Background: an optimization exercise with open tools, aiming at small area, a short achievable clock period and few clock cycles per item. Do not read the settings as production practice. RTL that was checked went through simulation tests only; none was proved equivalent to the original. The RTL of run 3 was laid out without a check of its function. No activity file was given, so power comes from the tool's default toggle rates.

==> flow/config.mk <==
export PLATFORM = sky130hd
export DESIGN_NAME = ordered_list_insert_delete_search
export DESIGN_NICKNAME = ordered_list_insert_delete_search
export VERILOG_FILES = /design/flow/design.v
export SDC_FILE = /design/flow/constraint.sdc
export NUM_CORES = 4
export LEC_CHECK = 0
export ABC_CLOCK_PERIOD_IN_PS = 2000
export CAP_MARGIN = 20
export CORE_MARGIN = 2
export CORE_UTILIZATION = 55
export SETUP_SLACK_MARGIN = 3.6
export SLEW_MARGIN = 20
export TNS_END_PERCENT = 100
==> flow/constraint.sdc <==
create_clock -name core_clock -period 6.0 [get_ports {clk_i}]
set_input_delay 1.2000 -clock core_clock [delete_from_list [all_inputs] [get_ports {clk_i}]]
set_output_delay 1.2000 -clock core_clock [all_outputs]
set_load 0.01 [all_outputs]
==> flow/design.v <==
package olist_pkg;
  localparam int unsigned CAPACITY = 32;
  localparam int unsigned IDX_W    = $clog2(CAPACITY);
  localparam int unsigned CNT_W    = $clog2(CAPACITY + 1);
  localparam int unsigned POS_W    = 6;
  localparam int unsigned VAL_W    = 32;
  localparam int unsigned OP_W     = 2;
  localparam int unsigned ST_W     = 2;
  localparam int unsigned S_DATA_W = ((POS_W + VAL_W + 7) / 8) * 8;
  localparam int unsigned M_DATA_W = ((5 + 6 + 7) / 8) * 8;
  localparam int unsigned RES_W = ST_W + CNT_W + IDX_W;
  localparam int unsigned QDEPTH = 4;
  localparam logic [OP_W-1:0] OP_INSERT = 2'd0;
  localparam logic [OP_W-1:0] OP_DELETE = 2'd1;
  localparam logic [OP_W-1:0] OP_LOCATE = 2'd2;
  localparam logic [ST_W-1:0] ST_OK           = 2'd0;
  localparam logic [ST_W-1:0] ST_FULL         = 2'd1;
  localparam logic [ST_W-1:0] ST_BAD_POSITION = 2'd2;
  localparam logic [ST_W-1:0] ST_NOT_FOUND    = 2'd3;
endpackage
module olist_ram (
  input  logic                                     clk_i,
  input  logic [olist_pkg::CAPACITY-1:0]           up_i,
  input  logic [olist_pkg::CAPACITY-1:0]           ld_i,
  input  logic [olist_pkg::CAPACITY-1:0]           dn_i,
  input  logic [olist_pkg::VAL_W-1:0]              val_i,
  output logic [olist_pkg::CAPACITY-1:0]           eq_o
);
  localparam int unsigned N = olist_pkg::CAPACITY;
  localparam int unsigned W = olist_pkg::VAL_W;
  logic [W-1:0] mem_q [N];
  logic [W-1:0] mem_d [N];
  always_comb begin
    for (int i = 0; i < N; i++) begin
      logic hold;
      logic [W-1:0] lo, hi;
      lo   = (i > 0)     ? mem_q[(i > 0) ? i - 1 : 0] : '0;
      hi   = (i < N - 1) ? mem_q[(i < N - 1) ? i + 1 : i] : '0;
      hold = !(up_i[i] || ld_i[i] || dn_i[i]);
      mem_d[i] = ({W{hold}}     & mem_q[i])
               | ({W{up_i[i]}}  & lo)
               | ({W{dn_i[i]}}  & hi)
               | ({W{ld_i[i]}}  & val_i);
      eq_o[i] = (mem_q[i] == val_i);
    end
  end
  always_ff @(posedge clk_i) begin
    for (int i = 0; i < N; i++) begin
      mem_q[i] <= mem_d[i];
    end
  end
endmodule
module olist_seq (
  input  logic                          clk_i,
  input  logic                          rst_ni,
  input  logic                          push_i,
  input  logic [olist_pkg::RES_W-1:0]   res_i,
  output logic                          valid_o,
  input  logic                          ready_i,
  output logic [olist_pkg::RES_W-1:0]   res_o
);
  localparam int unsigned D = olist_pkg::QDEPTH;
  localparam int unsigned W = olist_pkg::RES_W;
  logic [W-1:0]           q_q [D];
  logic [$clog2(D+1)-1:0] cnt_q, cnt_d;
  logic                   valid_q;
  logic                   take;
  assign take = valid_q && ready_i;
  always_comb begin
    cnt_d = cnt_q;
    if (push_i && !take) cnt_d = cnt_q + 1'b1;
    if (!push_i && take) cnt_d = cnt_q - 1'b1;
  end
  always_ff @(posedge clk_i or negedge rst_ni) begin
    if (!rst_ni) begin
      cnt_q   <= '0;
      valid_q <= 1'b0;
    end else begin
      cnt_q   <= cnt_d;
      valid_q <= (cnt_d != '0);
    end
  end
  always_ff @(posedge clk_i) begin
    for (int i = 0; i < D; i++) begin
      if (take) begin
        if (i + 1 < D && cnt_q > ($clog2(D+1))'(i + 1)) q_q[i] <= q_q[(i + 1 < D) ? i + 1 : i];
        else q_q[i] <= res_i;
      end else if (cnt_q == ($clog2(D+1))'(i)) begin
        q_q[i] <= res_i;
      end
    end
  end
  assign valid_o = valid_q;
  assign res_o   = q_q[0];
endmodule
module ordered_list_insert_delete_search (
  input  logic                              clk_i,
  input  logic                              rst_ni,
  input  logic                              s_axis_tvalid,
  output logic                              s_axis_tready,
  input  logic [olist_pkg::S_DATA_W-1:0]    s_axis_tdata,
  input  logic [olist_pkg::OP_W-1:0]        s_axis_tuser,
  output logic                              m_axis_tvalid,
  input  logic                              m_axis_tready,
  output logic [olist_pkg::M_DATA_W-1:0]    m_axis_tdata,
  output logic [olist_pkg::ST_W-1:0]        m_axis_tuser
);
  localparam int unsigned N     = olist_pkg::CAPACITY;
  localparam int unsigned CNT_W = olist_pkg::CNT_W;
  localparam int unsigned IDX_W = olist_pkg::IDX_W;
  localparam int unsigned ST_W  = olist_pkg::ST_W;
  localparam int unsigned D     = olist_pkg::QDEPTH;
  logic                   ready_q;
  logic [$clog2(D+1)-1:0] out_q, out_d;
  logic                   accept;
  logic                   take;
  assign accept = s_axis_tvalid && ready_q;
  assign take   = m_axis_tvalid && m_axis_tready;
  always_comb begin
    out_d = out_q;
    if (accept && !take) out_d = out_q + 1'b1;
    if (!accept && take) out_d = out_q - 1'b1;
  end
  always_ff @(posedge clk_i or negedge rst_ni) begin
    if (!rst_ni) begin
      out_q   <= '0;
      ready_q <= 1'b1;
    end else begin
      out_q   <= out_d;
      ready_q <= (out_d < ($clog2(D+1))'(D));
    end
  end
  assign s_axis_tready = ready_q;
  logic                          a_v;
  logic [olist_pkg::OP_W-1:0]    a_op;
  logic [olist_pkg::POS_W-1:0]   a_pos;
  logic [olist_pkg::VAL_W-1:0]   a_val;
  always_ff @(posedge clk_i or negedge rst_ni) begin
    if (!rst_ni) a_v <= 1'b0;
    else         a_v <= accept;
  end
  always_ff @(posedge clk_i) begin
    a_op  <= s_axis_tuser;
    a_pos <= s_axis_tdata[olist_pkg::POS_W-1:0];
    a_val <= s_axis_tdata[olist_pkg::POS_W+olist_pkg::VAL_W-1:olist_pkg::POS_W];
  end
  logic [CNT_W-1:0] n_q, n_d;
  logic             full, p_nz, is_ins, is_del, is_loc;
  logic             ins_go, del_go, ins_ok, del_ok;
  logic [N:0]       therm;           
  logic [N-1:0]     up, ld, dn, eq, live;
  assign full   = n_q[CNT_W-1];
  assign p_nz   = (a_pos != '0);
  assign is_ins = a_v && (a_op == olist_pkg::OP_INSERT);
  assign is_del = a_v && (a_op == olist_pkg::OP_DELETE);
  assign is_loc = a_v && (a_op == olist_pkg::OP_LOCATE);
  assign ins_go = is_ins && !full;
  assign del_go = is_del;
  assign ins_ok = ins_go && p_nz && ({1'b0, a_pos} <= {1'b0, n_q} + 7'd1);
  assign del_ok = del_go && p_nz && (a_pos <= n_q);
  always_comb begin
    for (int j = 0; j <= N; j++) begin
      therm[j] = p_nz && (a_pos <= olist_pkg::POS_W'(j));
    end
    for (int i = 0; i < N; i++) begin
      up[i]   = ins_go && therm[i];
      ld[i]   = ins_go && therm[i+1] && !therm[i];
      dn[i]   = (i < N - 1) && del_go && therm[i+1];
      live[i] = (CNT_W'(i) < n_q);
    end
  end
  always_comb begin
    n_d = n_q;
    if (ins_ok) n_d = n_q + 1'b1;
    if (del_ok) n_d = n_q - 1'b1;
  end
  always_ff @(posedge clk_i or negedge rst_ni) begin
    if (!rst_ni) n_q <= '0;
    else         n_q <= n_d;
  end
  olist_ram u_ram (
    .clk_i (clk_i),
    .up_i  (up),
    .ld_i  (ld),
    .dn_i  (dn),
    .val_i (a_val),
    .eq_o  (eq)
  );
  logic             b_v;
  logic             b_loc;
  logic [ST_W-1:0]  b_st;
  logic [CNT_W-1:0] b_cnt;
  logic [N-1:0]     b_hit;
  always_ff @(posedge clk_i or negedge rst_ni) begin
    if (!rst_ni) b_v <= 1'b0;
    else         b_v <= a_v;
  end
  always_ff @(posedge clk_i) begin
    b_loc <= is_loc;
    b_cnt <= n_d;
    b_hit <= eq & live;
    if (is_ins && full)                         b_st <= olist_pkg::ST_FULL;
    else if ((is_ins && !ins_ok) || (is_del && !del_ok)) b_st <= olist_pkg::ST_BAD_POSITION;
    else                                        b_st <= olist_pkg::ST_OK;
  end
  logic [IDX_W-1:0]     c_idx;
  logic                 c_found;
  logic [ST_W-1:0]      c_st;
  logic [olist_pkg::RES_W-1:0] c_res, q_res;
  always_comb begin
    c_idx   = '0;
    c_found = 1'b0;
    for (int i = N - 1; i >= 0; i--) begin
      if (b_hit[i]) begin
        c_idx   = IDX_W'(i);
        c_found = 1'b1;
      end
    end
    if (b_loc) c_st = c_found ? olist_pkg::ST_OK : olist_pkg::ST_NOT_FOUND;
    else       c_st = b_st;
    c_res = {c_st, b_cnt, b_loc ? c_idx : IDX_W'(0)};
  end
  olist_seq u_q (
    .clk_i   (clk_i),
    .rst_ni  (rst_ni),
    .push_i  (b_v),
    .res_i   (c_res),
    .valid_o (m_axis_tvalid),
    .ready_i (m_axis_tready),
    .res_o   (q_res)
  );
  assign m_axis_tuser = q_res[olist_pkg::RES_W-1 -: ST_W];
  assign m_axis_tdata = olist_pkg::M_DATA_W'({q_res[CNT_W+IDX_W-1:0]});
endmodule
==> flow/run.sh <==
#!/bin/bash
# synth_recipe.tcl (not shown) runs the flow's synth.tcl, then flattens the netlist and writes it again
# the make line also repeats each setting of config.mk as NAME=value (left out here)
make -C /OpenROAD-flow-scripts/flow DESIGN_CONFIG=/design/flow/config.mk WORK_HOME=/design/flow/orfs CLKGATE_MAP_FILE= SYNTH_SCRIPT=/design/flow/synth_recipe.tcl finish
==> notes.md, run 1 <==
Avg WL per Cell about 36 um; post-route setup slack roughly 3.3 ns; Core Util, Final between 60% and 70%; initial antenna violation count 17; worst r2r dst n_q[1]$_DFF_PN0_; biggest area consumer among synthesized cells dfxtp_1; Post-Layout Cell Count ~8,400; Max-Cap Viols 0; Yosys warning count 6; Synth-to-Final Area Change 23.7%; Setup crit start kind register; Post-Synth Adder-Cell Area less than 1%; crit path kind register to register; dpl ws about 2.2 ns; R2R Setup Slk approximately 3.3 ns; Final Setup Violations 0; Yosys top cell area share between 30 and 40%; cell mode on critical path ha_4; crit path DAT about 3.4 ns; main combinational cell family by area after synthesis compound AO/OA/AOI/OAI gates; Critical Path Max Stage Delay 0.43 ns; RR Startpoint n_q[1]$_DFF_PN0_; Post-synth top cells 1,566 x nand2_1, 1,105 x dfxtp_1, 689 x xor2_1, 582 x clkbuf_1, 544 x a222oi_1; Initial Util between 50% and 60%; Root Driver clkbuf_16; Hold Fails Final Rpt 0; Worst VDD drop 0.000355 V; Routed Antenna Nets 0; most frequent cell after synthesis nand2_1; I/O Buffers 58; Area after DPL 61,300 um^2; Leak 30.1 nW; die height around 330 um; number of synthesized flops with an enable pin 52; Hold Crit Class input port to async pin; Initial DRC Count between 10,000 and 15,000; Synth Area in Compound Gates 23.1%; Setup crit end kind register; mux contribution to synthesized area less than 1%; die span in x 334 um; synthesized cell area roughly 60,000 um^2; async set or reset register ratio after synthesis 1.36%; pwr dens ~440 nW/um^2; gr ovfl total 0; largest net degree at the start of global routing 65; Placed Cells between 7,000 and 8,000; Worst-Margin Slew roughly 1.0 ns; top_reg_cell synth dfxtp_1; Slew HR between 30 and 40%; Critical Path Fanout Max 7; fin crit share between 40% and 50%; CTS Hold Bufs 0; total track usage roughly half; Setup TNS Final 0 ns; vias per inst 7.57; FMAX around 0.37 GHz; critical path's slowest cell dfrtp_1; # fillers slightly above 8,000; post-route DRC violation count 0; clk latency of the worst-skew pair approximately 0.8 ns; post-synthesis simple-gate area fraction ~15%; post-synthesis xor/xnor area fraction between 15 and 20%; R2R depth 13; row cnt 120; final WL roughly 300,000 um; CTS Buf Count 135; worst path required time around 6.7 ns; Pins Over Slew Limit 0; count of cell types in the netlist 70; Cells after Synth 6,741; most area-consuming cells after synthesis dfxtp_1 37%, xor2_1 10%, nand2_1 9.8%; fin crit period 2.71 ns; RSZ-0062 raised after global routing yes; cell chain of the critical path buf_12 -> clkinvlp_4 -> ha_4 -> inv_2 -> ha_4 -> nor2b_1 -> nor3_1 -> o21ai_1 -> a21oi_2 -> buf_6 -> a211oi_2 -> a211oi_1 -> buf_4; Seq/Total Area, Yosys roughly two fifths; CTS sink count 1,173; Ports 66; Final #Nets about 7,000; Core ar. 107,000 um^2; layout cell share with drive strength beyond 1 a little under a fifth; Clock Path Buffers 3; CTS tree done; status no timing/DRC/antenna violations; dpl hpwl roughly 170,000 um; Synth Area per Inst 8.86 um^2; drt first pass iters 13; routed via count 63,300; Die ar. about 110,000 um^2; #FFs+latches synth ~1,200; vias in the first global route approximately 56,000; first-pass GRT wire length about 400,000 um; final instance area between 70,000 and 80,000 um^2; Placer Congestion ~0.96; H-tree levels 4; clock-pin slew on the worst setup and hold paths about 0.06 ns; Final Skew 0.0265 ns
==> cell type report <==
type / instances / area (um^2) / area share (%)
Antenna cell: 8 / 20.0 / 0.0271
Clock buffer: 211 / 4110 / 5.57
Clock inverter: 36 / 342 / 0.462
Inverter: 24 / 96.3 / 0.130
Multi-Input combinational cell: 4910 / 35900 / 48.6
Sequential cell: 1173 / 24200 / 32.8
Tap cell: 1403 / 1760 / 2.38
Timing Repair Buffer: 588 / 7430 / 10.1
==> metrics by stage <==
step	hold slack, ns	total power [W]
6_report	0.409	0.0329
5_1_grt	0.418	0.0336
4_1_cts	0.471	0.0315
3_5_place_dp	0.462	0.0224
3_3_place_gp	0.458	0.0222
2_1_floorplan	0.421	0.0188
==> cells in the final DEF, fill, tap and decap left out, types with 17 or more instances in the layout <==
master,n
a21oi_1,48
a221o_1,256
a222oi_1,544
a22o_1,128
a22oi_1,223
a22oi_2,67
a32oi_1,49
buf_12,101
buf_16,25
buf_4,239
buf_6,106
buf_8,28
clkbuf_1,38
clkbuf_16,168
clkbuf_8,33
clkdlybuf4s50_1,42
clkinv_2,17
dfxtp_1,1067
dfxtp_4,35
edfxtp_1,52
ha_1,22
inv_1,21
mux2_2,38
nand2_1,1476
nand2_2,30
nand2_4,57
nand3_1,43
nand4_1,108
nor2_1,29
nor2_2,28
nor2_4,70
nor3_1,38
nor4_1,158
nor4_2,27
o211ai_1,33
o21ai_0,92
o21ai_1,80
xnor2_1,339
xor2_1,689
==> worst max-delay path: cells and delay by family (launching register included) <==
family                   cells  cell delay (ns)
buffers and inverters        5             0.75
AO/OA/AOI/OAI                4             0.62
adder cells (fa/ha/maj)      2             0.56
flip-flops                   1             0.43
AND/OR/NAND/NOR              2             0.27
==> routing by layer <==
metal  GRT usage (%)  wire [um]  part of all wire [%]  up-vias
met1            61.6     103000                    34    30000
met4            35.5      29900                   9.9       14
met3            14.4      46200                    15     1664
li1                -          -                     -    25400
met5               0        108                 0.036        -
met2            71.3     122000                    41     6112
==> worst max-delay path by stage <==
stage	from	cells after the start	to	slack, ns
final	n_q[1]$_DFF_PN0_	13	n_q[1]$_DFF_PN0_	3.29
after global routing	n_q[1]$_DFF_PN0_	13	n_q[1]$_DFF_PN0_	3.23
after CTS	ready_q$_DFF_PN1_	1	s_axis_tready	3.38
after detailed placement	n_q[0]$_DFF_PN0_	10	n_q[2]$_DFF_PN0_	2.24
after global placement	n_q[5]$_DFF_PN0_	5	u_ram.mem_q[19][14]$_DFF_P_	2.19
after floorplan	n_q[0]$_DFF_PN0_	12	n_q[2]$_DFF_PN0_	3.46
==> cells by family (layout without fill, tap and decap cells) <==
group / after synthesis / count (layout)
compound gates: 1612 / 1612
xor+xnor: 1036 / 1036
fa+ha+maj: 27 / 27
buf+inv: 710 / 859
flops: 1173 / 1173
mux: 40 / 40
other cells: 1 / 13
simple gates: 2142 / 2190
==> report_power, final <==
part,switching (W),internal (W)
sequential,0.00469,0.0106
clock,0.00356,0.00489
combinational,0.00465,0.00442
==> registers in the layout, summed over array words and instances (netlist names) <==
| register | cells |
|---|---|
| a_v | 1 |
| b_st | 2 |
| u_q.q_q | 52 |
| a_pos | 6 |
| b_cnt | 6 |
| b_loc | 1 |
| a_val | 32 |
| u_ram.mem_q | 1024 |
| n_q | 6 |
| u_q.cnt_q | 3 |
| b_v | 1 |
| out_q | 3 |
| ready_q | 1 |
| u_q.valid_q | 1 |
| b_hit | 32 |
| a_op | 2 |
==> what timing repair did <==
action	CTS	global route
setup endpoints to repair	1123	1064
cloned	57	56
buffers inserted	200	89
gates resized for setup	547	410
pin swaps	196	277
Testbench counts, summed over its fixed seeds: cycles 4,824, items 4,800.
==> inputs of run 2 (changes only) <==
==> flow/config.mk (replaced) <==
export PLATFORM = sky130hd
export DESIGN_NAME = ordered_list_insert_delete_search
export DESIGN_NICKNAME = ordered_list_insert_delete_search
export VERILOG_FILES = /design/flow/design.v
export SDC_FILE = /design/flow/constraint.sdc
export NUM_CORES = 4
export LEC_CHECK = 0
export CAP_MARGIN = 20
export CORE_MARGIN = 2
export CORE_UTILIZATION = 40
export SLEW_MARGIN = 20
==> run 2 against run 1 <==
  * Total power fell by 5.0%
  * Synthesized cell count unchanged
  * Sequential power hardly changed
  * Clock-buffer cell count decreased by 11
  * Flip-flop and latch count unchanged
  * Non-clock buffer count decreased by 337
  * Global-route usage is 17 points lower
  * Largest power group unchanged
  * Highest routed layer unchanged
==> notes.md, run 2 <==
CTS Hold Bufs 0; Pins Over Slew Limit 0; #FFs+latches synth 1,173; Max-Cap Viols 0; layout cell share with drive strength beyond 1 between 8 and 9%; Hold Crit Class input port to async pin; critical path's slowest cell or4_1; most area-consuming cells after synthesis dfxtp_1 37%, xor2_1 10%, nand2_1 9.8%; top_reg_cell synth dfxtp_1; Slew HR between 20% and 30%; clock-pin slew on the worst setup and hold paths approximately 0.060 ns; most common cell after layout, fill and taps aside nand2_1; worst path required time 6.74 ns; Cells after Synth roughly 6,700; max FFs per register 1,024; dpl hpwl around 170,000 um; RSZ-0062 raised after global routing no; Largest regs u_ram.mem_q: 1024 flops, u_q.q_q: 52 flops; most frequent cells in the layout 1,562 x nand2_1, 1,072 x dfxtp_1, 689 x xor2_1, 544 x a222oi_1, 347 x xnor2_1; initial antenna violation count 11; Clock Path Buffers 3; Post-CTS Setup Bufs 0; crit path kind register to register; number of synthesized flops with an enable pin 52; crit path DAT between 4 and 5 ns; pwr dens around 470 nW/um^2; Routed Antenna Nets 0; Internal about 0.019 W; first-pass GRT wire length 367,000 um; status no timing/DRC/antenna violations; CTS tree done; Worst VDD drop ~0.00034 V; Synth-to-Final Area Change 11.4%; Critical Path Fanout Max 39; Net Sw Frac a little under two fifths; Yosys warning count 6; Seq/Total Area, Yosys around two fifths; Post-synth top cells 1,566 x nand2_1, 1,105 x dfxtp_1, 689 x xor2_1, 582 x clkbuf_1, 544 x a222oi_1; Leak 26.3 nW; Initial DRC Count 11,200; total track usage between 30% and 40%; CTS sink count 1,173; drt first pass iters 14; async set or reset register ratio after synthesis about 1.4%; most frequent cell after synthesis nand2_1; Synth Area per Inst slightly below 9 um^2; synthesized cell area 59,700 um^2; fin crit period a little under 4 ns; gr ovfl total 0; Final Setup Violations 0; Clock power frac 27.2%; Setup crit start kind register; post-route DRC violation count 0; CTS Buf Count approximately 140; Final #Nets 6,520; vias per inst between 6 and 7; fin crit share about two thirds; post-route setup slack about 2.0 ns; Final Skew approximately 0.031 ns; final WL approximately 250,000 um; routed via count 56,900; net switching power between 0.01 and 0.015 W; clk latency of the worst-skew pair 0.81 ns; combinational power share 24.4%; PostCTS Resize Cnt 0; dpl ws 2.14 ns; die height roughly 390 um; Avg WL per Cell around 30 um; FMAX 0.252 GHz; Placer Congestion between 0.9 and 1; Initial Util between 40% and 50%; die span in x between 300 and 400 um; Yosys top cell area share 37.0%; Ports 66; Core ar. ~150,000 um^2; Core Util, Final about 45%; Flop pwr share 48.5%; cell chain of the critical path buf_4 -> or4_1 -> nor2_2 -> buf_4 -> nor2_4 -> buf_4 -> nand2_1 -> o21ai_0 -> a221o_1; Setup crit end kind register; delay-heaviest family, CP simple AND/OR/NAND/NOR gates; # fillers 14,200; count of cell types in the netlist 70; H-tree levels 4; Hold Fails Final Rpt 0; I/O Buffers 58; Root Driver clkbuf_16; vias in the first global route approximately 53,000; Die ar. roughly 150,000 um^2; Crit path buffers/inverters 3; biggest area consumer among synthesized cells dfxtp_1; cell mode on critical path buf_4; largest net degree at the start of global routing 45; Worst-Margin Slew between 1 and 1.5 ns; Biggest register u_ram.mem_q; row cnt ~140; Critical Path Max Stage Delay a little over 0.6 ns; Setup TNS Final 0 ns
[run 2: cell counts after synthesis]
Identical to the previous run, type by type.
[run 2: layer usage]
layer  track usage [%]  wire length [um]  share of wire (%)  vias to the layer above
li1                  -                 -                  -                    24500
met3              7.14             29300                 12                      684
met4              16.0             13700                5.4                       12
met5                 0                80              0.032                        -
met1              42.7            100000                 40                    27800
met2              47.2            108000                 43                     3874
[run 2: power by group through the flow]
stage / Clock [W] / Combinational [W] / Sequential [W]
3_5_place_dp: 0 / 0.00739 / 0.0150
2_1_floorplan: 0 / 0.00573 / 0.0131
5_1_grt: 0.00887 / 0.00826 / 0.0153
6_report: 0.00849 / 0.00760 / 0.0151
3_3_place_gp: 0 / 0.00724 / 0.0149
4_1_cts: 0.00855 / 0.00744 / 0.0148
[run 2: cell families after synthesis]
family	Yosys count	synth area share (%)
adder cells (fa/ha/maj)	27	0.557
other	1	0.00628
buffers and inverters	710	4.74
AO/OA/AOI/OAI	1612	23.1
XOR/XNOR	1036	15.2
multiplexers	40	0.750
flip-flops	1173	40.3
AND/OR/NAND/NOR	2142	15.4
[run 2: area by class of cell]
class	instances	area (um^2)	area share [%]
diodes	4	10.0	0.0150
clock buffers	200	3950	5.94
clock inverters	40	515	0.775
inverters	24	90.1	0.135
multi-input cells	4862	33200	49.9
flip-flops and latches	1173	24200	36.4
well taps	1930	2410	3.63
repair buffers	251	2120	3.19
[run 2: worst paths after layout]
| check | startpoint | to | slack [ns] | cells past startpoint |
|---|---|---|---|---|
| worst min-delay path | rst_ni | out_q[2]$_DFF_PN0_ | 0.37 | 1 |
| worst max-delay path | a_pos[2]$_DFF_P_ | u_ram.mem_q[29][19]$_DFF_P_ | 2.03 | 9 |
| worst min register to register | out_q[2]$_DFF_PN0_ | out_q[2]$_DFF_PN0_ | 0.47 | 1 |
| max in group asynchronous | rst_ni | n_q[5]$_DFF_PN0_ | 5.28 | 1 |
| min in group core_clock | out_q[2]$_DFF_PN0_ | out_q[2]$_DFF_PN0_ | 0.47 | 1 |
| worst max register to register | a_pos[2]$_DFF_P_ | u_ram.mem_q[29][19]$_DFF_P_ | 2.03 | 9 |
[run 2: metrics by stage]
stage,cell area (um^2),hold slack (ns),power [W],cells
global placement,62000,0.457,0.0222,8237
detailed placement,62000,0.462,0.0224,8239
CTS,66500,0.471,0.0308,8479
floorplan,59700,0.421,0.0188,6745
finish,66500,0.373,0.0312,8484
global route,66500,0.391,0.0324,8480
[run 2: worst reg2reg max path: cells and delay by family, from the launching register on]
family,cells,cell delay (ns)
and+or+nand+nor,4,1.73
buffers and inverters,3,1.19
DFF,1,0.31
AOI/OAI and AO/OA,2,0.66
==> inputs of run 3 (changes only) <==
--- a/flow/design.v
+++ b/flow/design.v
@@ -9,7 +9,7 @@
   localparam int unsigned S_DATA_W = ((POS_W + VAL_W + 7) / 8) * 8;
   localparam int unsigned M_DATA_W = ((5 + 6 + 7) / 8) * 8;
   localparam int unsigned RES_W = ST_W + CNT_W + IDX_W;
-  localparam int unsigned QDEPTH = 4;
+  localparam int unsigned QDEPTH = 3;
   localparam logic [OP_W-1:0] OP_INSERT = 2'd0;
   localparam logic [OP_W-1:0] OP_DELETE = 2'd1;
   localparam logic [OP_W-1:0] OP_LOCATE = 2'd2;
@@ -135,15 +135,10 @@
   logic [olist_pkg::OP_W-1:0]    a_op;
   logic [olist_pkg::POS_W-1:0]   a_pos;
   logic [olist_pkg::VAL_W-1:0]   a_val;
-  always_ff @(posedge clk_i or negedge rst_ni) begin
-    if (!rst_ni) a_v <= 1'b0;
-    else         a_v <= accept;
-  end
-  always_ff @(posedge clk_i) begin
-    a_op  <= s_axis_tuser;
-    a_pos <= s_axis_tdata[olist_pkg::POS_W-1:0];
-    a_val <= s_axis_tdata[olist_pkg::POS_W+olist_pkg::VAL_W-1:olist_pkg::POS_W];
-  end
+  assign a_v   = accept;
+  assign a_op  = s_axis_tuser;
+  assign a_pos = s_axis_tdata[olist_pkg::POS_W-1:0];
+  assign a_val = s_axis_tdata[olist_pkg::POS_W+olist_pkg::VAL_W-1:olist_pkg::POS_W];
   logic [CNT_W-1:0] n_q, n_d;
   logic             full, p_nz, is_ins, is_del, is_loc;
   logic             ins_go, del_go, ins_ok, del_ok;
--- a/flow/config.mk
+++ b/flow/config.mk
@@ -7,5 +7,8 @@
 export LEC_CHECK = 0
 export CAP_MARGIN = 20
 export CORE_MARGIN = 2
-export CORE_UTILIZATION = 40
+export CORE_UTILIZATION = 45
+export CTS_BUF_LIST = sky130_fd_sc_hd__clkbuf_8
+export CTS_CLUSTER_SIZE = 40
+export SETUP_SLACK_MARGIN = 3.6
 export SLEW_MARGIN = 20
==> run 3 against run 2 <==
  * First-iteration DRC count grew 19%
  * Clock skew grew 0.019 ns
  * Sequential share of layout area shrank 6.4 points
  * Combinational power grew 7.0%
  * Global-route usage grew 9.0 points
  * Clock power shrank 17%
  * Critical path depth grew 7
  * Largest power group unchanged
  * Routed wire length grew 17%
  * Cell area grew 14%
  * Die area shrank 13%
  * Final cell count grew 2.4%
  * Total power shrank 6.8%
==> notes.md, run 3 <==
Clock Path Buffers 3; worst min-delay path startpoint u_ram.mem_q[31][27]$_DFF_P_; dpl hpwl 173,000 um; total power 0.0291 W; fin crit share between 40% and 50%; Final #Nets slightly below 7,000; Post-synth top cells 1,191 x nand2_1, 1,065 x dfxtp_1, 659 x xor2_1, 641 x a22oi_1, 476 x clkbuf_1; Avg WL per Cell roughly 34 um; clock-pin slew on the worst setup and hold paths ~0.06 ns; gr ovfl total 0; hold endpoint u_ram.mem_q[31][27]$_DFF_P_; count of cell types in the netlist 72; max FFs per register 1,024; CTS Buf Count roughly 190; Hold Crit Class register to register; Ports 66; most area-consuming cells after synthesis dfxtp_1 36%, xor2_1 9.9%, a22oi_1 8.2%; CTS tree done; drt first pass iters 14; vias per inst ~7.2; Final Setup Violations 0; post-route setup slack 3.12 ns; Hold Fails Final Rpt 0; Setup crit end kind register; #FFs+latches synth ~1,100; total track usage approximately two fifths; crit path DAT 3.72 ns; Placer Congestion about 1.0; fin crit period 2.88 ns; Flop pwr share 47.9%; crit path kind register to register; async set or reset register ratio after synthesis around 1.2%; vias in the first global route roughly 56,000; die height 365 um; synthesized cell area approximately 59,000 um^2; Initial DRC Count 13,300; CTS sink count ~1,100; first-pass GRT wire length 401,000 um; Worst VDD drop 0.000185 V; final WL between 200,000 and 300,000 um; top_reg_cell synth dfxtp_1; worst path required time between 6 and 7 ns; Die ar. about 130,000 um^2; Routed Antenna Nets 0; Net Sw Frac 40.4%; Slew HR between 20% and 30%; final instance area around 76,000 um^2; Seq/Total Area, Yosys approximately two fifths; Synth-to-Final Area Change 30.0%; Cells after Synth between 6,000 and 7,000; Setup TNS Final 0 ns; Worst-Margin Slew ~1.1 ns; Root Driver clkbuf_8; Internal 0.0173 W; Setup crit start kind register; largest net degree at the start of global routing 66; R2R Setup Slk about 3.1 ns; layout cell share with drive strength beyond 1 24.6%; dpl ws approximately 1.3 ns; Critical Path Fanout Max 8; Yosys top cell area share a little over a third; RR Startpoint ready_q$_DFF_PN1_; Largest regs u_ram.mem_q: 1024 flops, u_q.q_q: 39 flops, b_hit: 32 flops; Core ar. 129,000 um^2; post-route DRC violation count 0; RSZ-0062 raised after global routing yes; R2R depth 16; Synth Area per Inst about 8.9 um^2; Yosys warning count 6; net switching power around 0.012 W; routed via count about 63,000; Final Skew 0.0496 ns; clk latency of the worst-skew pair slightly below 1 ns; H-tree levels 4; I/O Buffers 58; initial antenna violation count 6; worst r2r dst u_ram.mem_q[20][31]$_DFF_P_; most frequent cells in the layout 1,073 x nand2_1, 1,063 x dfxtp_1, 659 x xor2_1, 366 x xnor2_1, 344 x a22oi_2; FMAX around 0.35 GHz; biggest area consumer among synthesized cells dfxtp_1; Clock power frac 24.2%; Core Util, Final 58.9%; Initial Util 45.3%; most common cell after layout, fill and taps aside nand2_1; pwr dens 382 nW/um^2; Leak 30.0 nW; combinational power share approximately 28%; Pins Over Slew Limit 0; row cnt approximately 130; Hold Path Stages 2; Area after DPL around 61,000 um^2; Biggest register u_ram.mem_q; most frequent cell after synthesis nand2_1; number of synthesized flops with an enable pin 39; status no timing/DRC/antenna violations; die span in x between 300 and 400 um; CTS Hold Bufs 0; Max-Cap Viols 0
[run 3: cell count changes after synthesis, sizes merged, moves of 63 or more]
| cell | change |
|---|---|
| nand2 | -374 |
| a22oi | +351 |
| a222oi | -208 |
| a22o | +112 |
| buf | +109 |
| clkbuf | -106 |
| nand3 | +63 |
[run 3: area by class of cell]
type	instances	area [um^2]
timing repair buffer	658	9500
antenna	6	15.0
fill	10800	53100
sequential	1117	22800
clock buffer	235	3230
tap	1742	2180
multi-input combinational	4797	37800
clock inverter	102	526
inverter	27	116
[run 3: worst max-delay path: stages (launching register included)]
cell and delay (ns):
dfstp_2 0.59, buf_6 0.11, buf_6 0.09, buf_6 0.09, and4bb_4 0.31, buf_12 0.13
nand2_8 0.07, buf_12 0.15, buf_6 0.11, buf_12 0.12, nand2_8 0.07, buf_12 0.17
buf_6 0.12, nand3_4 0.11, buf_12 0.21, a22oi_2 0.19, nand2_1 0.09
[run 3: worst max path at each step]
stage	startpoint	end	slack (ns)
floorplan	s_axis_tdata[5]	u_ram.mem_q[2][11]$_DFF_P_	2.93
global placement	s_axis_tuser[1]	u_ram.mem_q[7][25]$_DFF_P_	1.31
detailed placement	s_axis_tuser[0]	u_ram.mem_q[6][4]$_DFF_P_	1.31
CTS	ready_q$_DFF_PN1_	s_axis_tready	3.09
global route	ready_q$_DFF_PN1_	u_ram.mem_q[4][4]$_DFF_P_	3.02
finish	ready_q$_DFF_PN1_	u_ram.mem_q[20][31]$_DFF_P_	3.12
[run 3: kinds of logic after synthesis]
family | synth area share, %
AO/OA/AOI/OAI | 26.3
AND/OR/NAND/NOR | 13.9
flip-flops | 38.9
XOR/XNOR | 15.5
buffers and inverters | 4.92
adder cells (fa/ha/maj) | 0.440
multiplexers | 0.0342
other | 0.00640
[run 3: routing by layer]
layer / vias to the layer above / track usage [%] / share of wire [%] / wire (um)
li1: 25400 / - / - / -
met1: 30200 / 56.4 / 37 / 110000
met4: 6 / 22.5 / 7.0 / 20600
met2: 5918 / 55.8 / 40 / 117000
met3: 1198 / 12.0 / 16 / 47500
met5: - / 0.0363 / 0.021 / 61
[run 3: metrics by stage]
step,hold WS [ns],cells
detailed placement,0.447,7898
finish,0.468,8684
floorplan,0.430,6590
global route,0.488,8680
CTS,0.466,8562
global placement,0.443,7895
[run 3: what timing repair did]
item	CTS	global route
pin swaps	241	430
buffers inserted	210	87
setup endpoints to repair	1090	1079
hold endpoints to repair	0	0
cloned	117	29
gates resized for setup	757	650
[run 3: power groups by stage]
stage / clock network, W / registers, W / logic (W)
floorplan: 0 / 0.0117 / 0.00471
global placement: 0 / 0.0134 / 0.00599
detailed placement: 0 / 0.0134 / 0.00611
CTS: 0.00701 / 0.0133 / 0.00706
global route: 0.00737 / 0.0138 / 0.00861
finish: 0.00705 / 0.0139 / 0.00813
==> inputs of run 4 (changes only) <==
--- a/flow/design.v
+++ b/flow/design.v
@@ -20,6 +20,7 @@
 endpackage
 module olist_ram (
   input  logic                                     clk_i,
+  input  logic [olist_pkg::CAPACITY-1:0]           hold_i,
   input  logic [olist_pkg::CAPACITY-1:0]           up_i,
   input  logic [olist_pkg::CAPACITY-1:0]           ld_i,
   input  logic [olist_pkg::CAPACITY-1:0]           dn_i,
@@ -32,12 +33,10 @@
   logic [W-1:0] mem_d [N];
   always_comb begin
     for (int i = 0; i < N; i++) begin
-      logic hold;
       logic [W-1:0] lo, hi;
       lo   = (i > 0)     ? mem_q[(i > 0) ? i - 1 : 0] : '0;
       hi   = (i < N - 1) ? mem_q[(i < N - 1) ? i + 1 : i] : '0;
-      hold = !(up_i[i] || ld_i[i] || dn_i[i]);
-      mem_d[i] = ({W{hold}}     & mem_q[i])
+      mem_d[i] = ({W{hold_i[i]}} & mem_q[i])
                | ({W{up_i[i]}}  & lo)
                | ({W{dn_i[i]}}  & hi)
                | ({W{ld_i[i]}}  & val_i);
@@ -122,13 +121,11 @@
     if (!accept && take) out_d = out_q - 1'b1;
   end
   always_ff @(posedge clk_i or negedge rst_ni) begin
-    if (!rst_ni) begin
-      out_q   <= '0;
-      ready_q <= 1'b1;
-    end else begin
-      out_q   <= out_d;
-      ready_q <= (out_d < ($clog2(D+1))'(D));
-    end
+    if (!rst_ni) out_q <= '0;
+    else         out_q <= out_d;
+  end
+  always_ff @(posedge clk_i) begin
+    ready_q <= (out_d < ($clog2(D+1))'(D));
   end
   assign s_axis_tready = ready_q;
   logic                          a_v;
@@ -143,7 +140,8 @@
   logic             full, p_nz, is_ins, is_del, is_loc;
   logic             ins_go, del_go, ins_ok, del_ok;
   logic [N:0]       therm;           
-  logic [N-1:0]     up, ld, dn, eq, live;
+  logic [N-1:0]     hold, up, ld, dn, eq;
+  logic [olist_pkg::POS_W-1:0] pm1;
   assign full   = n_q[CNT_W-1];
   assign p_nz   = (a_pos != '0);
   assign is_ins = a_v && (a_op == olist_pkg::OP_INSERT);
@@ -151,17 +149,18 @@
   assign is_loc = a_v && (a_op == olist_pkg::OP_LOCATE);
   assign ins_go = is_ins && !full;
   assign del_go = is_del;
-  assign ins_ok = ins_go && p_nz && ({1'b0, a_pos} <= {1'b0, n_q} + 7'd1);
-  assign del_ok = del_go && p_nz && (a_pos <= n_q);
+  assign pm1    = a_pos - 1'b1;
+  assign ins_ok = ins_go && p_nz && (pm1 <= n_q);
+  assign del_ok = del_go && p_nz && (pm1 < n_q);
   always_comb begin
     for (int j = 0; j <= N; j++) begin
       therm[j] = p_nz && (a_pos <= olist_pkg::POS_W'(j));
     end
     for (int i = 0; i < N; i++) begin
+      hold[i] = !(therm[i+1] && (ins_go || del_go));
       up[i]   = ins_go && therm[i];
       ld[i]   = ins_go && therm[i+1] && !therm[i];
-      dn[i]   = (i < N - 1) && del_go && therm[i+1];
-      live[i] = (CNT_W'(i) < n_q);
+      dn[i]   = del_go && therm[i+1];
     end
   end
   always_comb begin
@@ -175,6 +174,7 @@
   end
   olist_ram u_ram (
     .clk_i (clk_i),
+    .hold_i(hold),
     .up_i  (up),
     .ld_i  (ld),
     .dn_i  (dn),
@@ -193,7 +193,7 @@
   always_ff @(posedge clk_i) begin
     b_loc <= is_loc;
     b_cnt <= n_d;
-    b_hit <= eq & live;
+    b_hit <= eq;
     if (is_ins && full)                         b_st <= olist_pkg::ST_FULL;
     else if ((is_ins && !ins_ok) || (is_del && !del_ok)) b_st <= olist_pkg::ST_BAD_POSITION;
     else                                        b_st <= olist_pkg::ST_OK;
@@ -206,7 +206,7 @@
     c_idx   = '0;
     c_found = 1'b0;
     for (int i = N - 1; i >= 0; i--) begin
-      if (b_hit[i]) begin
+      if (b_hit[i] && (CNT_W'(i) < b_cnt)) begin
         c_idx   = IDX_W'(i);
         c_found = 1'b1;
       end
--- a/flow/config.mk
+++ b/flow/config.mk
@@ -7,8 +7,9 @@
 export LEC_CHECK = 0
 export CAP_MARGIN = 20
 export CORE_MARGIN = 2
-export CORE_UTILIZATION = 45
-export CTS_BUF_LIST = sky130_fd_sc_hd__clkbuf_8
-export CTS_CLUSTER_SIZE = 40
-export SETUP_SLACK_MARGIN = 3.6
+export CORE_UTILIZATION = 50
+export CTS_BUF_LIST = sky130_fd_sc_hd__clkbuf_16
+export CTS_CLUSTER_DIAMETER = 100
+export CTS_CLUSTER_SIZE = 24
+export SETUP_SLACK_MARGIN = 3.1
 export SLEW_MARGIN = 20
==> run 4 against run 3 <==
  * Total power fell by 52%
  * Still clean
  * Flip-flop and latch count did not move
  * Area after synthesis fell by 0.98%
  * Largest power group unchanged
  * Clock skew fell by 0.021 ns
  * Register-to-register slack improved by 0.09 ns
==> notes.md, run 4 <==
Largest regs u_ram.mem_q: 1024 flops, u_q.q_q: 39 flops, b_hit: 32 flops; Root Driver clkbuf_16; Initial DRC Count between 10,000 and 15,000; Setup TNS Final 0 ns; Core Util, Final between 50% and 60%; initial antenna violation count 13; # fillers roughly 10,000; Final Skew 0.0283 ns; max FFs per register 1,024; Synth Area in Compound Gates between 20% and 30%; Worst VDD drop 0.000217 V; crit path kind input port to register; Synth-to-Final Area Change 8.82%; die span in x between 300 and 400 um; Yosys top cell area share between 30% and 40%; clk latency of the worst-skew pair ~0.72 ns; count of cell types in the netlist 80; most frequent cell after synthesis nand2_1; CTS tree done; vias per inst approximately 7.0; H-tree levels 2; Max-Cap Viols 0; dpl ws approximately 1.1 ns; number of synthesized flops with an enable pin 39; crit path DAT 3.63 ns; final WL 233,000 um; Post-synth top cells 1,527 x nand2_1, 1,066 x dfxtp_1, 1,026 x xor2_1, 559 x a222oi_1, 542 x clkbuf_1; CTS Hold Bufs 0; post-route DRC violation count 0; biggest area consumer among synthesized cells dfxtp_1; Clock Path Buffers 3; Critical Path Fanout Max 30; #FFs+latches synth between 1,000 and 1,500; routed via count 55,300; Die ar. about 120,000 um^2; die height roughly 340 um; most area-consuming cells after synthesis dfxtp_1 37%, xor2_1 15%, nand2_1 9.9%; Synth Area per Inst 8.75 um^2; total track usage 37.2%; most frequent cells in the layout 1,517 x nand2_1, 1,064 x dfxtp_1, 1,026 x xor2_1, 559 x a222oi_1, 515 x a22oi_1; CTS Buf Count 53; status no timing/DRC/antenna violations; async set or reset register ratio after synthesis 1.07%; Placer Congestion 0.933; Yosys warning count 6; Cells after Synth roughly 6,600; Setup crit start kind input port; most common cell after layout, fill and taps aside nand2_1; Worst-Margin Slew slightly below 1 ns; largest net degree at the start of global routing 49; Hold Crit Class register to register; post-synthesis xor/xnor area fraction about 16%; worst path required time about 6.6 ns; Slew HR 34.9%; Seq/Total Area, Yosys about two fifths; final instance area roughly 63,000 um^2; drt first pass iters 17; FMAX around 0.33 GHz; R2R Setup Slk roughly 3.2 ns; Post-Synth Adder-Cell Area less than 1%; Routed Antenna Nets 0; Area after DPL 59,900 um^2; Leak 27.7 nW; Final Setup Violations 0; CTS sink count 1,117; layout cell share with drive strength beyond 1 8.80%; post-synthesis simple-gate area fraction ~16%; RSZ-0062 raised after global routing yes; Ports 66; fin crit share about half; Hold Fails Final Rpt 0; vias in the first global route around 51,000; main combinational cell family by area after synthesis compound AO/OA/AOI/OAI gates; Biggest register u_ram.mem_q; post-route setup slack approximately 3.0 ns; first-pass GRT wire length roughly 340,000 um; synthesized cell area a little under 60,000 um^2; Final #Nets ~6,400; mux contribution to synthesized area less than 1%; clock-pin slew on the worst setup and hold paths roughly 0.10 ns; fin crit period ~3.0 ns; Setup crit end kind register; Avg WL per Cell about 30 um; Core ar. approximately 110,000 um^2; dpl hpwl between 150,000 and 200,000 um; pwr dens approximately 220 nW/um^2; row cnt roughly 120; top_reg_cell synth dfxtp_1; I/O Buffers 58; Initial Util approximately half; gr ovfl total 0; Pins Over Slew Limit 0; worst hold slack 0.465 ns
-- run 4: changes by cell type after synthesis, moves of 89 or more --
cell / delta
a222oi_1: +223
a22o_1: -89
a221o_1: -89
nand3_1: -91
xor2_1: +367
nand2_1: +336
a32oi_1: -99
a22oi_1: -106
xnor2_1: -368
-- run 4: kinds of logic after synthesis --
| kind of cell | count (synthesis) |
|---|---|
| other cells | 1 |
| flops | 1117 |
| fa+ha+maj | 18 |
| mux | 1 |
| simple gates | 2121 |
| compound gates | 1607 |
| xor+xnor | 1035 |
| buf+inv | 727 |
-- run 4: final cells by class --
class,count,area [um^2],area share (%)
antenna,2,5.00,0.00793
multi-input combinational,4796,33500,53.1
inverter,58,241,0.382
timing repair buffer,322,3190,5.05
sequential,1117,22800,36.1
clock inverter,16,91.3,0.145
clock buffer,55,1380,2.18
tap,1512,1890,3.00
-- run 4: report_power, final --
| part | switching [W] | total, W | internal [W] |
|---|---|---|---|
| Sequential | 0.000118 | 0.00780 | 0.00768 |
| Clock | 0.00265 | 0.00432 | 0.00166 |
| Combinational | 0.00131 | 0.00188 | 0.000567 |
-- run 4: path summary, 6_finish.rpt --
check / start / endpoint / depth (start not counted)
min: out_q[1]$_DFF_PN0_ / out_q[1]$_DFF_PN0_ / 1
max in group asynchronous: rst_ni / n_q[5]$_DFF_PN0_ / 1
min reg2reg: out_q[1]$_DFF_PN0_ / out_q[1]$_DFF_PN0_ / 1
max reg2reg: b_cnt[0]$_DFF_P_ / u_q.q_q[0][0]$_DFFE_PP_ / 8
max: s_axis_tdata[14] / b_hit[5]$_DFF_P_ / 6
min in group asynchronous: rst_ni / out_q[0]$_DFF_PN0_ / 1
-- run 4: worst max-delay path, stage by stage --
cell	delay [ns]
buf_4	0.44
buf_4	0.35
xor2_1	0.11
nor4_1	0.83
nand4_1	0.38
nor2_1	0.29
-- run 4: layer usage --
| layer | part of all wire [%] | global-route usage [%] | wire length, um | vias up |
|---|---|---|---|---|
| met4 | 3.9 | 12.9 | 9180 | 12 |
| met2 | 45 | 58.2 | 105000 | 3494 |
| met1 | 41 | 51.7 | 94500 | 27200 |
| li1 | - | - | - | 24100 |
| met5 | 0.038 | 0 | 89 | - |
| met3 | 11 | 6.25 | 24500 | 587 |
-- run 4: through the flow --
step | total power, W | instances
final | 0.0140 | 7878
after global routing | 0.0144 | 7878
after CTS | 0.0139 | 7854
after detailed placement | 0.00969 | 7723
after global placement | 0.00967 | 7722
after floorplan | 0.00902 | 6631
-- run 4: timing repair --
| action | in CTS | in global routing |
|---|---|---|
| endpoints found under the setup margin | 1059 | 841 |
| pin swaps | 37 | 77 |
| resized for setup | 143 | 116 |
| buffers inserted | 50 | 11 |
| gates cloned | 10 | 11 |
Testbench counts of run 4, summed over its fixed seeds: cycles 4,816, items 4,800.
==> inputs of run 5 (changes only) <==
--- a/flow/design.v
+++ b/flow/design.v
@@ -9,7 +9,7 @@
   localparam int unsigned S_DATA_W = ((POS_W + VAL_W + 7) / 8) * 8;
   localparam int unsigned M_DATA_W = ((5 + 6 + 7) / 8) * 8;
   localparam int unsigned RES_W = ST_W + CNT_W + IDX_W;
-  localparam int unsigned QDEPTH = 3;
+  localparam int unsigned QDEPTH = 4;
   localparam logic [OP_W-1:0] OP_INSERT = 2'd0;
   localparam logic [OP_W-1:0] OP_DELETE = 2'd1;
   localparam logic [OP_W-1:0] OP_LOCATE = 2'd2;
@@ -128,38 +128,60 @@
     ready_q <= (out_d < ($clog2(D+1))'(D));
   end
   assign s_axis_tready = ready_q;
-  logic                          a_v;
-  logic [olist_pkg::OP_W-1:0]    a_op;
+  logic                          a_ins, a_del, a_loc, a_v;
   logic [olist_pkg::POS_W-1:0]   a_pos;
   logic [olist_pkg::VAL_W-1:0]   a_val;
-  assign a_v   = accept;
-  assign a_op  = s_axis_tuser;
-  assign a_pos = s_axis_tdata[olist_pkg::POS_W-1:0];
-  assign a_val = s_axis_tdata[olist_pkg::POS_W+olist_pkg::VAL_W-1:olist_pkg::POS_W];
+  always_ff @(posedge clk_i or negedge rst_ni) begin
+    if (!rst_ni) begin
+      a_ins <= 1'b0;
+      a_del <= 1'b0;
+      a_loc <= 1'b0;
+      a_v   <= 1'b0;
+    end else begin
+      a_ins <= accept && (s_axis_tuser == olist_pkg::OP_INSERT);
+      a_del <= accept && (s_axis_tuser == olist_pkg::OP_DELETE);
+      a_loc <= accept && (s_axis_tuser == olist_pkg::OP_LOCATE);
+      a_v   <= accept;
+    end
+  end
+  always_ff @(posedge clk_i) begin
+    a_pos <= s_axis_tdata[olist_pkg::POS_W-1:0];
+    a_val <= s_axis_tdata[olist_pkg::POS_W+olist_pkg::VAL_W-1:olist_pkg::POS_W];
+  end
   logic [CNT_W-1:0] n_q, n_d;
+  logic [N-1:0]     nt_q, nt_d;      
   logic             full, p_nz, is_ins, is_del, is_loc;
   logic             ins_go, del_go, ins_ok, del_ok;
   logic [N:0]       therm;           
   logic [N-1:0]     hold, up, ld, dn, eq;
-  logic [olist_pkg::POS_W-1:0] pm1;
-  assign full   = n_q[CNT_W-1];
+  logic [N-1:0]     ld_sel;          
+  assign full   = nt_q[N-1];
   assign p_nz   = (a_pos != '0);
-  assign is_ins = a_v && (a_op == olist_pkg::OP_INSERT);
-  assign is_del = a_v && (a_op == olist_pkg::OP_DELETE);
-  assign is_loc = a_v && (a_op == olist_pkg::OP_LOCATE);
+  assign is_ins = a_ins;
+  assign is_del = a_del;
+  assign is_loc = a_loc;
   assign ins_go = is_ins && !full;
   assign del_go = is_del;
-  assign pm1    = a_pos - 1'b1;
-  assign ins_ok = ins_go && p_nz && (pm1 <= n_q);
-  assign del_ok = del_go && p_nz && (pm1 < n_q);
+  logic ins_in, del_in;
+  always_comb begin
+    ins_in = ld_sel[0];
+    del_in = 1'b0;
+    for (int i = 0; i < N; i++) begin
+      if (i > 0) ins_in = ins_in || (ld_sel[i] && nt_q[(i > 0) ? i - 1 : 0]);
+      del_in = del_in || (ld_sel[i] && nt_q[i]);
+    end
+  end
+  assign ins_ok = ins_go && ins_in;
+  assign del_ok = del_go && del_in;
   always_comb begin
     for (int j = 0; j <= N; j++) begin
       therm[j] = p_nz && (a_pos <= olist_pkg::POS_W'(j));
     end
     for (int i = 0; i < N; i++) begin
+      ld_sel[i] = (a_pos == olist_pkg::POS_W'(i + 1));
       hold[i] = !(therm[i+1] && (ins_go || del_go));
       up[i]   = ins_go && therm[i];
-      ld[i]   = ins_go && therm[i+1] && !therm[i];
+      ld[i]   = ins_go && ld_sel[i];
       dn[i]   = del_go && therm[i+1];
     end
   end
@@ -168,9 +190,19 @@
     if (ins_ok) n_d = n_q + 1'b1;
     if (del_ok) n_d = n_q - 1'b1;
   end
-  always_ff @(posedge clk_i or negedge rst_ni) begin
-    if (!rst_ni) n_q <= '0;
-    else         n_q <= n_d;
+  always_comb begin
+    nt_d = nt_q;
+    if (ins_ok) nt_d = {nt_q[N-2:0], 1'b1};
+    if (del_ok) nt_d = {1'b0, nt_q[N-1:1]};
+  end
+  always_ff @(posedge clk_i or negedge rst_ni) begin
+    if (!rst_ni) begin
+      n_q  <= '0;
+      nt_q <= '0;
+    end else begin
+      n_q  <= n_d;
+      nt_q <= nt_d;
+    end
   end
   olist_ram u_ram (
     .clk_i (clk_i),
@@ -193,7 +225,9 @@
   always_ff @(posedge clk_i) begin
     b_loc <= is_loc;
     b_cnt <= n_d;
-    b_hit <= eq;
+    for (int i = 0; i < N; i++) begin
+      b_hit[i] <= eq[i] && nt_q[i];
+    end
     if (is_ins && full)                         b_st <= olist_pkg::ST_FULL;
     else if ((is_ins && !ins_ok) || (is_del && !del_ok)) b_st <= olist_pkg::ST_BAD_POSITION;
     else                                        b_st <= olist_pkg::ST_OK;
@@ -206,7 +240,7 @@
     c_idx   = '0;
     c_found = 1'b0;
     for (int i = N - 1; i >= 0; i--) begin
-      if (b_hit[i] && (CNT_W'(i) < b_cnt)) begin
+      if (b_hit[i]) begin
         c_idx   = IDX_W'(i);
         c_found = 1'b1;
       end
--- a/flow/config.mk
+++ b/flow/config.mk
@@ -11,5 +11,5 @@
 export CTS_BUF_LIST = sky130_fd_sc_hd__clkbuf_16
 export CTS_CLUSTER_DIAMETER = 100
 export CTS_CLUSTER_SIZE = 24
-export SETUP_SLACK_MARGIN = 3.1
+export SETUP_SLACK_MARGIN = 3.45
 export SLEW_MARGIN = 20
==> run 5 against run 4 <==
  * Synthesized cell count increased by 4.4%
  * Critical path type is now register to register
  * Clock power increased by 7.2%
  * Sequential share of layout area increased by 0.30 points
  * Setup slack improved by 0.22 ns
  * Register-to-register slack about the same
  * Largest cell class unchanged
  * Via count increased by 7.0%
  * Largest power group unchanged
==> notes.md, run 5 <==
drt first pass iters 17; Worst-Margin Slew ~1.1 ns; die height between 300 and 400 um; gr ovfl total 0; max FFs per register 1,024; clk latency of the worst-skew pair between 0.7 and 0.8 ns; Avg WL per Cell roughly 31 um; initial antenna violation count 6; row cnt between 100 and 150; Setup TNS Final 0 ns; Cells after Synth roughly 7,000; CTS tree done; Root Driver clkbuf_16; Net Sw Frac ~36%; RSZ-0062 raised after global routing yes; Levels on crit path 13; Final #Nets 6,901; FMAX ~0.36 GHz; vias in the first global route roughly 55,000; top_reg_cell synth dfxtp_1; most common cell after layout, fill and taps aside nand2_1; Crit path buffers/inverters 5; total track usage between 30% and 40%; most area-consuming cells after synthesis dfxtp_1 37%, a222oi_1 12%, xnor2_1 12%; layout cell share with drive strength beyond 1 about an eighth; area of the multi-input gates 34,300 um^2; Yosys warning count 6; I/O Buffers between 50 and 60; biggest area consumer among synthesized cells dfxtp_1; Pins Over Slew Limit 0; Synth-to-Final Area Change 13.6%; dpl hpwl 164,000 um; Final Skew 0.0343 ns; Biggest register u_ram.mem_q; CTS Buf Count 56; Setup crit end kind register; number of synthesized flops with an enable pin 52; Seq/Total Area, Yosys about two fifths; critical path's slowest cell nor4b_4; Hold Fails Final Rpt 0; Worst Setup SP a_pos[3]$_DFF_P_; R2R Setup Slk 3.22 ns; status no timing/DRC/antenna violations; Yosys top cell area share 36.5%; delay-heaviest family, CP buffers and inverters; Initial DRC Count between 10,000 and 15,000; routed via count 59,200; Setup crit start kind register; vias per inst roughly 7; post-route setup slack between 3 and 4 ns; Critical Path Max Stage Delay around 0.46 ns; Critical Path Fanout Max 6; R2R depth 13; # fillers approximately 11,000; Largest regs u_ram.mem_q: 1024 flops, u_q.q_q: 52 flops; #FFs+latches synth 1,206; worst path required time 6.64 ns; fin crit share between 40% and 50%; Slew HR a little under a quarter; Post-synth top cells 1,752 x nand2_1, 1,104 x dfxtp_1, 830 x xnor2_1, 736 x a222oi_1, 529 x clkbuf_1; Initial Util 50.5%; Core ar. roughly 120,000 um^2; end point of the critical path n_q[3]$_DFF_PN0_; first-pass GRT wire length approximately 370,000 um; cell chain of the critical path buf_6 -> buf_6 -> nor4b_4 -> buf_4 -> a32oi_2 -> o22ai_1 -> a211o_1 -> o41ai_4 -> buf_12 -> buf_12 -> and2_4 -> a41oi_2 -> xnor2_1; crit path DAT 3.42 ns; synthesized cell area between 60,000 and 70,000 um^2; Clock power frac 22.4%; Placer Congestion approximately 0.98; Synth Area per Inst 8.75 um^2; clock-pin slew on the worst setup and hold paths ~0.10 ns; Max-Cap Viols 0; pwr dens ~300 nW/um^2; net switching power approximately 0.0074 W; most frequent cells in the layout 1,739 x nand2_1, 1,066 x dfxtp_1, 827 x xnor2_1, 736 x a222oi_1, 391 x a22oi_1; most frequent cell after synthesis nand2_1; worst r2r dst n_q[3]$_DFF_PN0_; post-route DRC violation count 0; Flop pwr share a little under three fifths; FF+latch area between 20,000 and 30,000 um^2; combinational power share between 20% and 30%; Internal roughly 0.013 W; Ports 66; CTS sink count about 1,200; fin crit period 2.78 ns; crit path kind register to register; die span in x around 350 um; count of cell types in the netlist 74; Final Setup Violations 0; Core Util, Final between 50% and 60%; final WL 260,000 um; Die ar. about 120,000 um^2; Routed Antenna Nets 0; Hold Crit Class register to register; Worst VDD drop around 0.00030 V; Leak 27.2 nW; dpl ws 1.87 ns; H-tree levels 2; largest net degree at the start of global routing 65; async set or reset register ratio after synthesis slightly above 4%; Clock Path Buffers 3; RR Startpoint a_pos[3]$_DFF_P_
==> run 5: cell types whose count changed after synthesis, sizes merged, moves of 142 or more <==
| cell | previous run | this run |
|---|---|---|
| a222oi | 559 | 736 |
| nor4 | 265 | 120 |
| xnor2 | 9 | 830 |
| nand2 | 1527 | 1752 |
| xor2 | 1026 | 201 |
| a22oi | 535 | 393 |
==> run 5: worst min-delay path by stage <==
stage                          from             to  slack, ns  cells past startpoint
floorplan           a_loc$_DFF_PN0_  b_loc$_DFF_P_       0.32                      0
CTS                 a_loc$_DFF_PN0_  b_loc$_DFF_P_       0.36                      0
finish              a_loc$_DFF_PN0_  b_loc$_DFF_P_       0.36                      0
global placement    a_loc$_DFF_PN0_  b_loc$_DFF_P_       0.33                      0
detailed placement  a_loc$_DFF_PN0_  b_loc$_DFF_P_       0.34                      0
global route        a_loc$_DFF_PN0_  b_loc$_DFF_P_       0.37                      0
==> run 5: power by group through the flow <==
| stage | clock network [W] | registers [W] | logic, W |
|---|---|---|---|
| 2_1_floorplan | 0 | 0.0107 | 0.00302 |
| 3_3_place_gp | 0 | 0.0117 | 0.00373 |
| 3_5_place_dp | 0 | 0.0117 | 0.00382 |
| 4_1_cts | 0.00463 | 0.0115 | 0.00420 |
| 5_1_grt | 0.00489 | 0.0117 | 0.00478 |
| 6_report | 0.00463 | 0.0116 | 0.00444 |
==> run 5: through the flow <==
step / instances / total power (W) / hold WS [ns] / instance area [um^2]
after global placement: 8100 / 0.0155 / 0.332 / 62500
after global routing: 8483 / 0.0213 / 0.369 / 68800
final: 8484 / 0.0207 / 0.359 / 68800
after CTS: 8368 / 0.0203 / 0.360 / 67200
after floorplan: 6921 / 0.0137 / 0.324 / 60600
after detailed placement: 8103 / 0.0156 / 0.338 / 62500
==> run 5: cells by family after synthesis <==
kind of cell    after synthesis  synth area share (%)
mux                          83                  1.47
fa+ha+maj                    12                 0.248
flops                      1206                  41.2
compound gates             1399                  20.3
other cells                   1               0.00619
buf+inv                     731                  4.72
xor+xnor                   1031                  14.9
simple gates               2454                  17.2
==> run 5: final cells by class <==
type,instances,share of cell area [%]
well taps,1612,2.93
inverters,60,0.347
clock buffers,58,2.11
multi-input cells,5004,49.9
repair buffers,515,8.04
diodes,2,0.00728
clock inverters,27,0.213
flip-flops and latches,1206,36.4
==> run 5: what timing repair did <==
item | 4_1_cts | 5_1_grt
resized for setup | 259 | 130
buffers inserted | 156 | 99
hold buffers | 0 | 0
pin swaps | 45 | 61
setup endpoints to repair | 1148 | 772
gates cloned | 24 | 15
==> run 5: worst register-to-register path: stages (launching register included) <==
cell and delay (ns):
dfxtp_4 0.40, buf_6 0.14, buf_6 0.12, nor4b_4 0.46, buf_4 0.20, a32oi_2 0.07
o22ai_1 0.18, a211o_1 0.22, o41ai_4 0.09, buf_12 0.18, buf_12 0.16, and2_4 0.14
a41oi_2 0.16, xnor2_1 0.17
==> run 5: per-layer routing <==
layer  up-vias  track usage, %  wire length, um
li1      25300               -                -
met1     28800            52.7           100000
met2      4311            58.8           112000
met3       745            7.51            31600
met4        10            20.5            16500
met5         -               0               63
Testbench counts of run 5, summed over its fixed seeds: cycles 4,824, items 4,800.
==> inputs of run 6 (changes only) <==
--- a/flow/design.v
+++ b/flow/design.v
@@ -144,7 +144,11 @@
       a_v   <= accept;
     end
   end
-  always_ff @(posedge clk_i) begin
+  logic [N-1:0]                  a_slot;
+  always_ff @(posedge clk_i) begin
+    for (int i = 0; i < N; i++) begin
+      a_slot[i] <= (s_axis_tdata[olist_pkg::POS_W-1:0] == olist_pkg::POS_W'(i + 1));
+    end
     a_pos <= s_axis_tdata[olist_pkg::POS_W-1:0];
     a_val <= s_axis_tdata[olist_pkg::POS_W+olist_pkg::VAL_W-1:olist_pkg::POS_W];
   end
@@ -178,7 +182,7 @@
       therm[j] = p_nz && (a_pos <= olist_pkg::POS_W'(j));
     end
     for (int i = 0; i < N; i++) begin
-      ld_sel[i] = (a_pos == olist_pkg::POS_W'(i + 1));
+      ld_sel[i] = a_slot[i];
       hold[i] = !(therm[i+1] && (ins_go || del_go));
       up[i]   = ins_go && therm[i];
       ld[i]   = ins_go && ld_sel[i];
==> run 6 against run 5 <==
  * Clock power up 3%
  * Via count up 0.42%
  * Die area rose by 1.1%
  * Still clean on timing, DRC and antenna
  * Largest cell class unchanged
==> notes.md, run 6 <==
Max-Cap Viols 0; Internal 0.0127 W; row cnt between 100 and 150; worst r2r dst u_ram.mem_q[2][15]$_DFF_P_; die span in x approximately 350 um; Die ar. around 130,000 um^2; Pins Over Slew Limit 0; async set or reset register ratio after synthesis 4.04%; Worst-Margin Slew around 1.1 ns; RSZ-0062 raised after global routing yes; total track usage between 40% and 50%; worst min-delay path startpoint a_v$_DFF_PN0_; fin crit share a little under half; Critical Path Fanout Max 6; Initial Util between 50% and 60%; Critical Path Max Stage Delay ~0.85 ns; gr ovfl total 0; Net Sw Frac roughly a third; crit path kind register to register; H-tree levels 2; vias per inst just over 7; max FFs per register about 1,000; Hold Crit Class register to register; layout cell share with drive strength beyond 1 around a tenth; final WL between 200,000 and 300,000 um; R2R Setup Slk approximately 3.3 ns; Clock Path Buffers 3; Avg WL per Cell 33.1 um; Final Setup Violations 0; Seq/Total Area, Yosys between 40% and 50%; CTS Buf Count 58; drt first pass iters 14; die height 354 um; worst hold slack about 0.35 ns; worst path required time 6.60 ns; cell chain of the critical path or4b_4 -> nor2_4 -> nor2_4 -> buf_12 -> buf_12 -> a222oi_1 -> nand2_1; largest net degree at the start of global routing roughly 50; Setup crit end kind register; Flop pwr share between 50% and 60%; synthesized cell area slightly above 60,000 um^2; delay-heaviest family, CP simple AND/OR/NAND/NOR gates; Synth-to-Final Area Change 11.3%; clk latency of the worst-skew pair between 0.7 and 0.8 ns; first-pass GRT wire length 390,000 um; clock-pin slew on the worst setup and hold paths approximately 0.1 ns; Clock power frac between 20% and 30%; CTS tree done; RR Startpoint nt_q[31]$_DFFE_PN0P_; initial antenna violation count 8; Yosys warning count 6; Initial DRC Count approximately 14,000; critical path's slowest cell a222oi_1; combinational power share between 15 and 20%; Worst VDD drop between 0.0002 and 0.0003 V; Hold Fails Final Rpt 0; vias in the first global route around 54,000; Final Skew 0.0277 ns; Biggest register u_ram.mem_q; Hold Path Stages 0; post-route DRC violation count 0; top_reg_cell synth dfxtp_1; number of synthesized flops with an enable pin 52; Largest regs u_ram.mem_q: 1024 flops, u_q.q_q: 52 flops; Placer Congestion 0.972; routed via count between 50,000 and 60,000; crit path DAT about 3.3 ns; Slew HR between 20% and 30%; Ports 66; Routed Antenna Nets 0; Leak 26.5 nW; Setup TNS Final 0 ns; Final #Nets 6,771; Root Driver clkbuf_16; most area-consuming cells after synthesis dfxtp_1 37%, xnor2_1 13%, a222oi_1 12%; status no timing/DRC/antenna violations; count of cell types in the netlist just under 70; Core ar. about 120,000 um^2; Yosys top cell area share between 30 and 40%; dpl hpwl between 150,000 and 200,000 um; most frequent cell after synthesis nand2_1; Post-synth top cells 1,708 x nand2_1, 1,136 x dfxtp_1, 881 x xnor2_1, 721 x a222oi_1, 466 x clkbuf_1; I/O Buffers 58; CTS sink count roughly 1,200; hold endpoint b_v$_DFF_PN0_; FMAX 0.365 GHz; CTS Hold Bufs 0; R2R depth 7; Setup crit start kind register; Synth Area per Inst roughly 9 um^2; net switching power ~0.0064 W; fin crit period 2.74 ns; Crit path buffers/inverters 2; biggest area consumer among synthesized cells dfxtp_1; most common cell after layout, fill and taps aside nand2_1; most frequent cells in the layout 1,702 x nand2_1, 1,100 x dfxtp_1, 880 x xnor2_1, 721 x a222oi_1, 440 x a22oi_1; Cells after Synth 6,868; pwr dens ~280 nW/um^2; #FFs+latches synth 1,238
==> run 6: cell count changes after synthesis, sizes merged, moves of 17 or more <==
cell / delta
a22o: +56
nor2: -49
xnor2: +51
o21ai: +24
buf: +66
a21oi: -64
xor2: -50
nand4: +17
and2: +25
nand2: -44
dfxtp: +32
clkbuf: -63
nand3: -70
a22oi: +49
==> run 6: cell families after synthesis <==
group / after synthesis / share of synthesized area [%]
AO/OA/AOI/OAI: 1463 / 21.1
XOR/XNOR: 1032 / 14.8
adder cells (fa/ha/maj): 14 / 0.278
buffers and inverters: 737 / 4.80
flip-flops: 1238 / 41.7
multiplexers: 65 / 1.13
other: 1 / 0.00613
AND/OR/NAND/NOR: 2318 / 16.2
==> run 6: layout make-up <==
type,count,area [um^2]
inverter,63,238
multi-input combinational,4912,33800
clock inverter,28,151
sequential,1238,25700
clock buffer,60,1500
fill,11100,53600
antenna,7,17.5
tap,1625,2030
timing repair buffer,440,4750
==> run 6: metal layers <==
| layer | global-route usage, % | wire (um) | vias to the layer above |
|---|---|---|---|
| met5 | 0.264 | 117 | - |
| met4 | 19.6 | 16400 | 12 |
| met3 | 13.1 | 42000 | 783 |
| met2 | 58.2 | 111000 | 4662 |
| met1 | 58.0 | 108000 | 28900 |
| li1 | - | - | 25100 |
==> run 6: what timing repair did <==
action	4_1_cts	5_1_grt
hold endpoints to repair	0	0
gates cloned	14	9
pin swaps	27	34
endpoints found under the setup margin	1124	644
setup buffers	132	62
gates resized for setup	193	76
==> run 6: how the worst max path moves through the flow <==
stage                    startpoint  slack [ns]                           to  cells after the start
6_report       nt_q[31]$_DFFE_PN0P_        3.26   u_ram.mem_q[2][15]$_DFF_P_                      7
5_1_grt             a_ins$_DFF_PN0_        3.25  u_ram.mem_q[12][21]$_DFF_P_                      7
4_1_cts             a_ins$_DFF_PN0_        3.30   u_ram.mem_q[12][6]$_DFF_P_                      7
3_5_place_dp       a_pos[4]$_DFF_P_        2.30   u_ram.mem_q[6][18]$_DFF_P_                      7
3_3_place_gp       a_pos[4]$_DFF_P_        2.33   u_ram.mem_q[6][24]$_DFF_P_                      7
2_1_floorplan         m_axis_tready        3.44     u_q.q_q[2][10]$_DFFE_PP_                      4
==> run 6: metrics by stage <==
step | utilization (%) | area (um^2) | instances | setup WS [ns] | power (W)
final | 56.0 | 68200 | 8373 | 3.26 | 0.0191
after floorplan | - | 61200 | 6872 | 3.44 | 0.0126
after global placement | 51.8 | 63100 | 8059 | 2.33 | 0.0139
after CTS | 55.1 | 67000 | 8294 | 3.30 | 0.0188
after detailed placement | 51.8 | 63100 | 8060 | 2.30 | 0.0140
after global routing | 56.0 | 68100 | 8366 | 3.25 | 0.0197
==> run 6: worst reg2reg max path, delay by kind of cell, from the launching register on <==
| kind | cells | cell delay [ns] |
|---|---|---|
| AOI/OAI and AO/OA | 1 | 0.86 |
| buffers and inverters | 2 | 0.28 |
| DFF | 1 | 0.49 |
| and+or+nand+nor | 4 | 0.98 |
==> run 6: power groups by stage <==
stage / Clock (W) / Sequential, W / Combinational, W
finish: 0.00477 / 0.0108 / 0.00353
global route: 0.00505 / 0.0108 / 0.00378
CTS: 0.00477 / 0.0107 / 0.00334
detailed placement: 0 / 0.0110 / 0.00301
global placement: 0 / 0.0110 / 0.00295
floorplan: 0 / 0.0102 / 0.00235
Testbench counts of run 6, summed over its fixed seeds: cycles 4,824, items 4,800.

Check on run 6: ideal ports give 3.262 ns setup slack; a clkbuf_16 on the clock port and buf_2 on the inputs give 3.262 ns; moving port delays by the midpoint clock arrival (0.811 ns) as well gives 2.859 ns.
